Source: an optimization exercise on an open RTL-to-GDS flow (aim: small area). Production flows keep margins and buffers that such runs may drop. Only simulation tests tie the RTL to the original design; equivalence was not proved. Power and IR drop assume default switching activity.

## can_rx_msgbuf
module can_rx_msgbuf
#(
  parameter  int unsigned NUM_FILTERS = 20,
  parameter  int unsigned DEPTH       = 8,
  localparam int unsigned FMI_W       = $clog2(NUM_FILTERS + 1),
  localparam int unsigned OCC_W       = $clog2(DEPTH) + 1
) (
  input  logic                         clk,
  input  logic                         RST,
  input  logic                         clear,
  input  logic                         new_ID,
  input  logic [28:0]                  ID,
  input  logic                         RTR,
  input  logic                         EXT,
  input  logic [7:0]                   data,
  input  logic [3:0]                   data_index,
  input  logic                         load_data,
  input  logic [3:0]                   pkt_size,
  input  logic                         pkt_done,
  input  logic                         pkt_abort,
  input  logic                         enable_overrun,
  input  logic [NUM_FILTERS-1:0]       mask_enable,
  input  logic [KEY_W*NUM_FILTERS-1:0] filter_flat,
  input  logic [KEY_W*NUM_FILTERS-1:0] mask_flat,
  ...
==> flow/config.mk <==
export PLATFORM = sky130hd
export DESIGN_NAME = can_rx_msgbuf
export DESIGN_NICKNAME = can_rx_msgbuf
export VERILOG_FILES = /design/flow/design.v
export SDC_FILE = /design/flow/constraint.sdc
export NUM_CORES = 4
export LEC_CHECK = 0
export CAP_MARGIN = 10
export CORE_AREA = 10 10 490 490
export DIE_AREA = 0 0 500 500
export SLEW_MARGIN = 10
==> flow/constraint.sdc <==
create_clock -name core_clock -period 10.0 [get_ports {clk}]
set_input_delay 2.0000 -clock core_clock [delete_from_list [all_inputs] [get_ports {clk}]]
set_output_delay 2.0000 -clock core_clock [all_outputs]
set_load 0.01 [all_outputs]
standard.sh (not shown) runs the stock make flow with config.mk's settings and CLKGATE_MAP_FILE= SYNTH_SCRIPT=/design/flow/synth_recipe.tcl, a recipe that flattens the netlist after the stock synthesis.
==> flow/flow/run.sh <==
#!/bin/bash
# Standard ORFS layout with an area-oriented abc mapping script, smaller port
# buffers and a lighter clock tree.
set -euo pipefail
work=$PWD
# ORFS scripts with abc's mapping script replaced (registers are untouched:
# abc only maps the logic between them)
rm -rf "$work/scripts_area"
cp -r "$FLOW_HOME/scripts" "$work/scripts_area"
cp "$work/flow/abc_area.script" "$work/scripts_area/abc_speed.script"
# Port buffers: the smallest buffer instead of the default delay-cell pick
export BUFFER_PORTS_ARGS="-buffer_cell sky130_fd_sc_hd__buf_1"
# Clock tree: sink clusters of up to 14 on clkbuf_8, no dummy loads
export CTS_ARGS="-sink_clustering_enable -sink_clustering_size 14 -sink_clustering_max_diameter 80 -repair_clock_nets -dont_use_dummy_load -buf_list {sky130_fd_sc_hd__clkbuf_8}"
bash standard.sh SCRIPTS_DIR="$work/scripts_area" synth > synth_flow.log 2>&1
bash standard.sh > standard_flow.log 2>&1
==> flow/flow/abc_area.script <==
&get -n
&st
&syn2
&dch
&nf -a -p -R 1000 -F 8 -A 4
&st
&syn2
&dch
&nf -a -p -R 1000 -F 8 -A 4
&st
&dch -f
&nf -a -p -R 1000 -F 8 -A 4
&put
topo
Next try:
--- a/flow/flow/run.sh
+++ b/flow/flow/run.sh
@@ -12,4 +12,4 @@
 export BUFFER_PORTS_ARGS="-buffer_cell sky130_fd_sc_hd__buf_1"
-# Clock tree: sink clusters of up to 14 on clkbuf_8, no dummy loads
-export CTS_ARGS="-sink_clustering_enable -sink_clustering_size 14 -sink_clustering_max_diameter 80 -repair_clock_nets -dont_use_dummy_load -buf_list {sky130_fd_sc_hd__clkbuf_8}"
+# Clock tree: sink clusters of up to 16 on clkbuf_8, no dummy loads
+export CTS_ARGS="-sink_clustering_enable -sink_clustering_size 16 -sink_clustering_max_diameter 50 -repair_clock_nets -dont_use_dummy_load -buf_list {sky130_fd_sc_hd__clkbuf_8}"
 bash standard.sh SCRIPTS_DIR="$work/scripts_area" synth > synth_flow.log 2>&1
Outcome:
- total power grows by 2.1%
- area after synthesis is unchanged
- worst setup slack stays flat
- design area grows by 0.42%
- synthesized cell count stays the same
Next try:
--- a/flow/flow/run.sh
+++ b/flow/flow/run.sh
@@ -13,3 +13,3 @@
 # Clock tree: sink clusters of up to 16 on clkbuf_8, no dummy loads
-export CTS_ARGS="-sink_clustering_enable -sink_clustering_size 16 -sink_clustering_max_diameter 50 -repair_clock_nets -dont_use_dummy_load -buf_list {sky130_fd_sc_hd__clkbuf_8}"
+export CTS_ARGS="-sink_clustering_enable -sink_clustering_size 16 -sink_clustering_max_diameter 60 -repair_clock_nets -dont_use_dummy_load -buf_list {sky130_fd_sc_hd__clkbuf_8}"
 bash standard.sh SCRIPTS_DIR="$work/scripts_area" synth > synth_flow.log 2>&1
- critical path depth is unchanged
- clock power decreases by about 6%
- cell count falls by about 0.43%
- routed wire length is about the same
- fmax hardly moves
- register-to-register slack is better by 20 ps
- global-route usage is about the same

========
## job 8901
The RTL this note starts from:
==> flow/design.v <==
package can_rx_pkg;
  localparam int unsigned ID_W      = 29;
  localparam int unsigned KEY_W     = 31;   
  localparam int unsigned MAX_BYTES = 8;
  localparam int unsigned FMI_W     = 5;    
  localparam int unsigned ENTRY_W   = 8 * MAX_BYTES + FMI_W + 4 + 2 + ID_W;
endpackage
import can_rx_pkg::*;
module can_rx_filter_match
(
  input  logic             i_en,
  input  logic [KEY_W-1:0] i_key,
  input  logic [KEY_W-1:0] i_filter,
  input  logic [KEY_W-1:0] i_mask,
  output logic             o_match_c
);
  assign o_match_c = i_en && (((i_key ^ i_filter) & i_mask) == '0);
endmodule
import can_rx_pkg::*;
module can_rx_msgbuf
#(
  parameter  int unsigned NUM_FILTERS = 20,
  parameter  int unsigned DEPTH       = 8,
  localparam int unsigned FMI_W       = $clog2(NUM_FILTERS + 1),
  localparam int unsigned OCC_W       = $clog2(DEPTH) + 1
) (
  input  logic                         clk,
  input  logic                         RST,
  input  logic                         clear,
  input  logic                         new_ID,
  input  logic [28:0]                  ID,
  input  logic                         RTR,
  input  logic                         EXT,
  input  logic [7:0]                   data,
  input  logic [3:0]                   data_index,
  input  logic                         load_data,
  input  logic [3:0]                   pkt_size,
  input  logic                         pkt_done,
  input  logic                         pkt_abort,
  input  logic                         enable_overrun,
  input  logic [NUM_FILTERS-1:0]       mask_enable,
  input  logic [KEY_W*NUM_FILTERS-1:0] filter_flat,
  input  logic [KEY_W*NUM_FILTERS-1:0] mask_flat,
  input  logic                         read_fifo,
  output logic [OCC_W-1:0]             occupancy,
  output logic                         full,
  output logic                         empty,
  output logic                         overrun,
  output logic [31:0]                  data_L,
  output logic [31:0]                  data_H,
  output logic [28:0]                  ID_out,
  output logic [3:0]                   pkt_size_out,
  output logic                         RTR_out,
  output logic                         EXT_out,
  output logic [FMI_W-1:0]             fmi_out,
  output logic                         fifo_read
);
  localparam int unsigned AW  = $clog2(DEPTH);
  localparam int unsigned EW  = 8 * MAX_BYTES + FMI_W + 4 + 2 + ID_W;
  logic r_scan, r_dseen, r_post;
  logic w_commit, w_hold, w_hit, w_last, w_accept, w_done_seen;
  assign w_commit    = r_post & r_dseen;
  assign w_hold      = r_post & ~r_dseen;
  assign w_done_seen = pkt_done | r_dseen;
  assign w_accept    = w_hit | ~(|mask_enable);
  always_ff @(posedge clk) begin
    if (RST) begin
      {r_scan, r_dseen, r_post} <= 3'b000;
    end else if (new_ID) begin
      {r_scan, r_dseen, r_post} <= 3'b100;
    end else if (pkt_abort && !w_commit) begin
      {r_scan, r_dseen, r_post} <= 3'b000;
    end else if (r_scan) begin
      if (w_hit || w_last) begin
        {r_scan, r_dseen, r_post} <= w_accept ? {1'b0, w_done_seen, 1'b1} : 3'b000;
      end else begin
        {r_scan, r_dseen, r_post} <= {1'b1, w_done_seen, 1'b0};
      end
    end else if (w_hold) begin
      r_dseen <= pkt_done;
    end else begin
      {r_scan, r_dseen, r_post} <= 3'b000;
    end
  end
  logic [ID_W-1:0]           r_id;
  logic                      r_rtr;
  logic                      r_ext;
  logic [3:0]                r_size;
  logic [MAX_BYTES-1:0][7:0] r_data;
  logic [FMI_W-1:0]          r_idx;
  always_ff @(posedge clk) begin
    if (new_ID) begin
      r_id  <= ID;
      r_rtr <= RTR;
      r_ext <= EXT;
    end
    if (new_ID || (pkt_done && !r_dseen)) begin
      r_size <= pkt_size;
    end
  end
  for (genvar k = 0; k < MAX_BYTES; k++) begin : g_byte
    always_ff @(posedge clk) begin
      if (load_data && data_index == 4'(k) && (!w_commit || new_ID)) begin
        r_data[k] <= data;
      end else if (new_ID) begin
        r_data[k] <= '0;
      end
    end
  end
  logic [KEY_W-1:0]       w_key;
  logic [NUM_FILTERS-1:0] w_sel;
  logic [KEY_W-1:0]       w_filt;
  logic [KEY_W-1:0]       w_mask;
  logic                   w_en;
  assign w_key = {r_ext, r_rtr, r_id};
  for (genvar i = 0; i < NUM_FILTERS; i++) begin : g_sel
    assign w_sel[i] = (r_idx == FMI_W'(i));
  end
  always_comb begin
    w_filt = '0;
    w_mask = '0;
    for (int i = 0; i < int'(NUM_FILTERS); i++) begin
      w_filt = w_filt | (filter_flat[KEY_W*i +: KEY_W] & {KEY_W{w_sel[i]}});
      w_mask = w_mask | (mask_flat[KEY_W*i +: KEY_W] & {KEY_W{w_sel[i]}});
    end
  end
  assign w_en = |(mask_enable & w_sel);
  can_rx_filter_match u_match (
    .i_en      (w_en),
    .i_key     (w_key),
    .i_filter  (w_filt),
    .i_mask    (w_mask),
    .o_match_c (w_hit)
  );
  assign w_last = (r_idx == FMI_W'(NUM_FILTERS - 1));
  always_ff @(posedge clk) begin
    if (new_ID) begin
      r_idx <= '0;
    end else if (r_scan && !w_hit) begin
      r_idx <= r_idx + FMI_W'(1);
    end
  end
  logic [EW-1:0]    r_cell [DEPTH];
  logic [EW-1:0]    w_entry;
  logic [EW-1:0]    w_head;
  logic [AW-1:0]    r_hp;         
  logic             r_pend;       
  logic [OCC_W-1:0] r_count;
  logic             r_overrun;
  logic             r_fifo_read;
  logic [DEPTH-1:0] w_rsel;
  logic [DEPTH-1:0] w_wsel;
  logic             w_push;
  logic             w_pop;
  logic             w_full;
  logic             w_empty;
  logic             w_wen;
  logic             w_rd_inc;
  logic             w_to_head;
  logic [AW-1:0]    w_tgt;
  logic [AW-1:0]    w_wcell;
  logic             w_write;
  assign w_entry = {r_id, r_rtr, r_ext, r_size, r_idx, r_data};
  assign w_full  = (r_count == OCC_W'(DEPTH));
  assign w_empty = (r_count == '0);
  assign w_push  = w_commit && !new_ID && !clear;
  assign w_pop   = read_fifo && !w_empty && !clear;
  assign w_wen   = w_push && (!w_full || w_pop || enable_overrun);
  assign w_rd_inc = w_pop || (w_wen && w_full);
  assign w_to_head = w_empty || (r_count == OCC_W'(1) && w_pop);
  assign w_tgt   = r_hp + AW'(r_count) - AW'(r_pend);
  assign w_wcell = (w_wen && w_to_head) ? AW'(DEPTH - 1) : w_tgt - AW'(1);
  assign w_write = r_pend || (w_wen && (w_to_head || !w_tgt[0]));
  always_ff @(posedge clk) begin
    if (RST) begin
      r_hp        <= '0;
      r_pend      <= 1'b0;
      r_count     <= '0;
      r_overrun   <= 1'b0;
      r_fifo_read <= 1'b0;
    end else begin
      r_fifo_read <= w_pop;
      r_pend      <= w_wen && !w_to_head && w_tgt[0];
      if (w_wen && w_to_head) begin
        r_hp <= AW'(DEPTH - 1);
      end else if (!w_rd_inc) begin
        r_hp <= r_hp - AW'(1);
      end
      if (clear) begin
        r_count   <= '0;
        r_overrun <= 1'b0;
      end else begin
        if (w_wen && !w_pop && !w_full) begin
          r_count <= r_count + OCC_W'(1);
        end else if (w_pop && !w_wen) begin
          r_count <= r_count - OCC_W'(1);
        end
        if (w_push && w_full && !w_pop) begin
          r_overrun <= 1'b1;
        end
      end
    end
  end
  for (genvar j = 0; j < DEPTH; j++) begin : g_cell
    if (j % 2 == 1) begin : g_wr
      assign w_wsel[j] = w_write && (w_wcell == AW'(j));
      always_ff @(posedge clk) begin
        r_cell[j] <= w_wsel[j] ? w_entry : r_cell[(j + 1) % DEPTH];
      end
    end else begin : g_pass
      assign w_wsel[j] = 1'b0;
      always_ff @(posedge clk) begin
        r_cell[j] <= r_cell[(j + 1) % DEPTH];
      end
    end
    assign w_rsel[j] = !w_empty && (r_hp == AW'(j));
  end
  always_comb begin
    w_head = '0;
    for (int j = 0; j < int'(DEPTH); j++) begin
      w_head = w_head | (r_cell[j] & {EW{w_rsel[j]}});
    end
  end
  assign occupancy    = r_count;
  assign full         = w_full;
  assign empty        = w_empty;
  assign overrun      = r_overrun;
  assign fifo_read    = r_fifo_read;
  assign data_L       = w_head[31:0];
  assign data_H       = w_head[63:32];
  assign fmi_out      = w_head[64 +: FMI_W];
  assign pkt_size_out = w_head[64 + FMI_W +: 4];
  assign EXT_out      = w_head[68 + FMI_W];
  assign RTR_out      = w_head[69 + FMI_W];
  assign ID_out       = w_head[70 + FMI_W +: ID_W];
endmodule
export LEC_CHECK = 0
export CAP_MARGIN = 10
export CORE_AREA = 10 10 490 490
export DIE_AREA = 0 0 500 500
export SLEW_MARGIN = 10
create_clock -name core_clock -period 10.0 [get_ports {clk}]
==> flow/flow/run.sh <==
#!/bin/bash
# Standard ORFS layout with smaller port buffers and a lighter clock tree.
set -euo pipefail
# Port buffers: the smallest buffer instead of the default delay-cell pick
export BUFFER_PORTS_ARGS="-buffer_cell sky130_fd_sc_hd__buf_1"
# Clock tree: small clock buffers, no dummy loads
export CTS_ARGS="-sink_clustering_enable -sink_clustering_size 40 -sink_clustering_max_diameter 40 -repair_clock_nets -dont_use_dummy_load -buf_list {sky130_fd_sc_hd__clkbuf_16}"
bash standard.sh > standard_flow.log 2>&1
Job 8901 reached the end of the flow, and the finished layout is clean on the timing, design-rule and antenna checks.
#### Input delta (job 966 over job 8901)
--- a/flow/flow/run.sh
+++ b/flow/flow/run.sh
@@ -6,3 +6,3 @@
 # Clock tree: small clock buffers, no dummy loads
-export CTS_ARGS="-sink_clustering_enable -sink_clustering_size 40 -sink_clustering_max_diameter 40 -repair_clock_nets -dont_use_dummy_load -buf_list {sky130_fd_sc_hd__clkbuf_16}"
+export CTS_ARGS="-sink_clustering_enable -sink_clustering_size 16 -sink_clustering_max_diameter 50 -repair_clock_nets -dont_use_dummy_load -buf_list {sky130_fd_sc_hd__clkbuf_8}"
 bash standard.sh > standard_flow.log 2>&1
==> results.txt <==
- Any difference in routed wire length between job 966 and job 8901 is small enough to ignore.
- Final sequential cell count across job 8901 and job 966: no real change.
- Of job 8901 and job 966, the lower portion of the clock cycle consumed by the worst path in the final layout belongs to job 8901.
- Job 8901 → job 966: non-clock buffer count held; delay contributed by the slowest stage of the critical path held.
- Job 966 against job 8901: register-to-register slack went down by 0.02 ns; routed wirelength normalized by instance count went up by 0.19 µm.
- The setup slack of job 966 is smaller than that of job 8901.
Setup changes, job 966 to job 8768
--- a/flow/flow/run.sh
+++ b/flow/flow/run.sh
@@ -6,3 +6,3 @@
 # Clock tree: small clock buffers, no dummy loads
-export CTS_ARGS="-sink_clustering_enable -sink_clustering_size 16 -sink_clustering_max_diameter 50 -repair_clock_nets -dont_use_dummy_load -buf_list {sky130_fd_sc_hd__clkbuf_8}"
+export CTS_ARGS="-sink_clustering_enable -sink_clustering_size 24 -sink_clustering_max_diameter 80 -repair_clock_nets -dont_use_dummy_load -buf_list {sky130_fd_sc_hd__clkbuf_8 sky130_fd_sc_hd__clkbuf_16}"
 bash standard.sh > standard_flow.log 2>&1
## What came out
- Routed length on met1 of job 966 is on par with job 8768.
- Re net total in the final layout: job 8768 is 29 down on job 966.
- In job 8768 relative to job 966, total power had gone up by a few percent.
- Lower count of clock buffers in the final design goes to job 8768 over job 966.
- | final cell count | job 8768 vs job 966 | ≈ equal |
- In the metrics for job 966 and job 8768, the one carrying the higher fraction of area in clock buffers and inverters is job 8768.
- Going from job 966 to job 8768, switching portion of total power fell by 1.1 points; met3 demand-to-capacity share in global routing fell by 0.86 points; worst setup slack rose by 0.14 ns.
- Wire length of the first global-routing pass, job 966 and job 8768: higher on job 966
## Diff of input files: job 7131 against job 8768
Settings: PLACE_DENSITY newly set to 0.8.
==> flow/flow/run.sh <==
#!/bin/bash
# Standard ORFS layout with an area-oriented abc mapping script, smaller port
# buffers and a lighter clock tree.
set -euo pipefail
work=$PWD
# ORFS scripts with abc's mapping script replaced (registers are untouched:
# abc only maps the logic between them)
rm -rf "$work/scripts_area"
cp -r "$FLOW_HOME/scripts" "$work/scripts_area"
cp "$work/flow/abc_area.script" "$work/scripts_area/abc_speed.script"
# Port buffers: the smallest buffer instead of the default delay-cell pick
export BUFFER_PORTS_ARGS="-buffer_cell sky130_fd_sc_hd__buf_1"
# Clock tree: larger sink clusters on clkbuf_8/16, no dummy loads
export CTS_ARGS="-sink_clustering_enable -sink_clustering_size 24 -sink_clustering_max_diameter 80 -repair_clock_nets -dont_use_dummy_load -buf_list {sky130_fd_sc_hd__clkbuf_8 sky130_fd_sc_hd__clkbuf_16}"
bash standard.sh SCRIPTS_DIR="$work/scripts_area" synth > synth_flow.log 2>&1
bash standard.sh > standard_flow.log 2>&1
==> flow/flow/abc_area.script (new file) <==
&get -n
&st
&syn2
&dch
&nf -a
&st
&syn2
&dch
&nf -a
&st
&dch -f
&nf -a
&put
topo
### Flow results
Every stage of job 7131 finished as expected; the final checks, on the other hand, flagged max-slew violations, which means the layout fails. Power share of the clock group (lower): job 8768. Number of cells after detailed placement essentially unchanged between job 7131 and job 8768. Looking at job 7131 and job 8768, the filler cell count in the final layout is a wash.

==> port drivers added, routing unchanged <==
Ports are ideal in the flow. The routed layouts listed here were re-timed in OpenROAD.
Step 1: set_driving_cell puts a clkbuf_16 on clk and a buf_2 on each other input, an assumption about the parent block.
Step 2 adds t to the input delays and takes it off the output delays; t is the mean of the earliest and latest rising clock arrival at the registers after step 1. Input paths then give back, and output paths get back, about the clock's delay inside the block.
Slacks: ideal ports / drivers / drivers and shift; pairs: ideal ports / drivers.
run	t (ns)	setup slack, ns	worst setup path at the end	pins driven straight from the clock port
the first run of note 1	0.870	2.586 / 2.586 / 2.586	register to register	1
the second run of note 1	0.903	2.585 / 2.585 / 2.585	register to register	1
the third run of note 1	0.869	2.605 / 2.605 / 2.605	register to register	1
job 8901	0.757	3.238 / 3.238 / 2.694	input to register	1
job 966	0.856	3.220 / 3.220 / 2.691	input to register	1
job 8768	0.719	3.358 / 3.358 / 2.977	input to register	1
job 7131	0.746	2.572 / 2.572 / 2.358	input to register	1
For job 8901, which loses most, drivers alone change the setup slack by 0.000 ns; drivers and shift together by -0.544 ns.
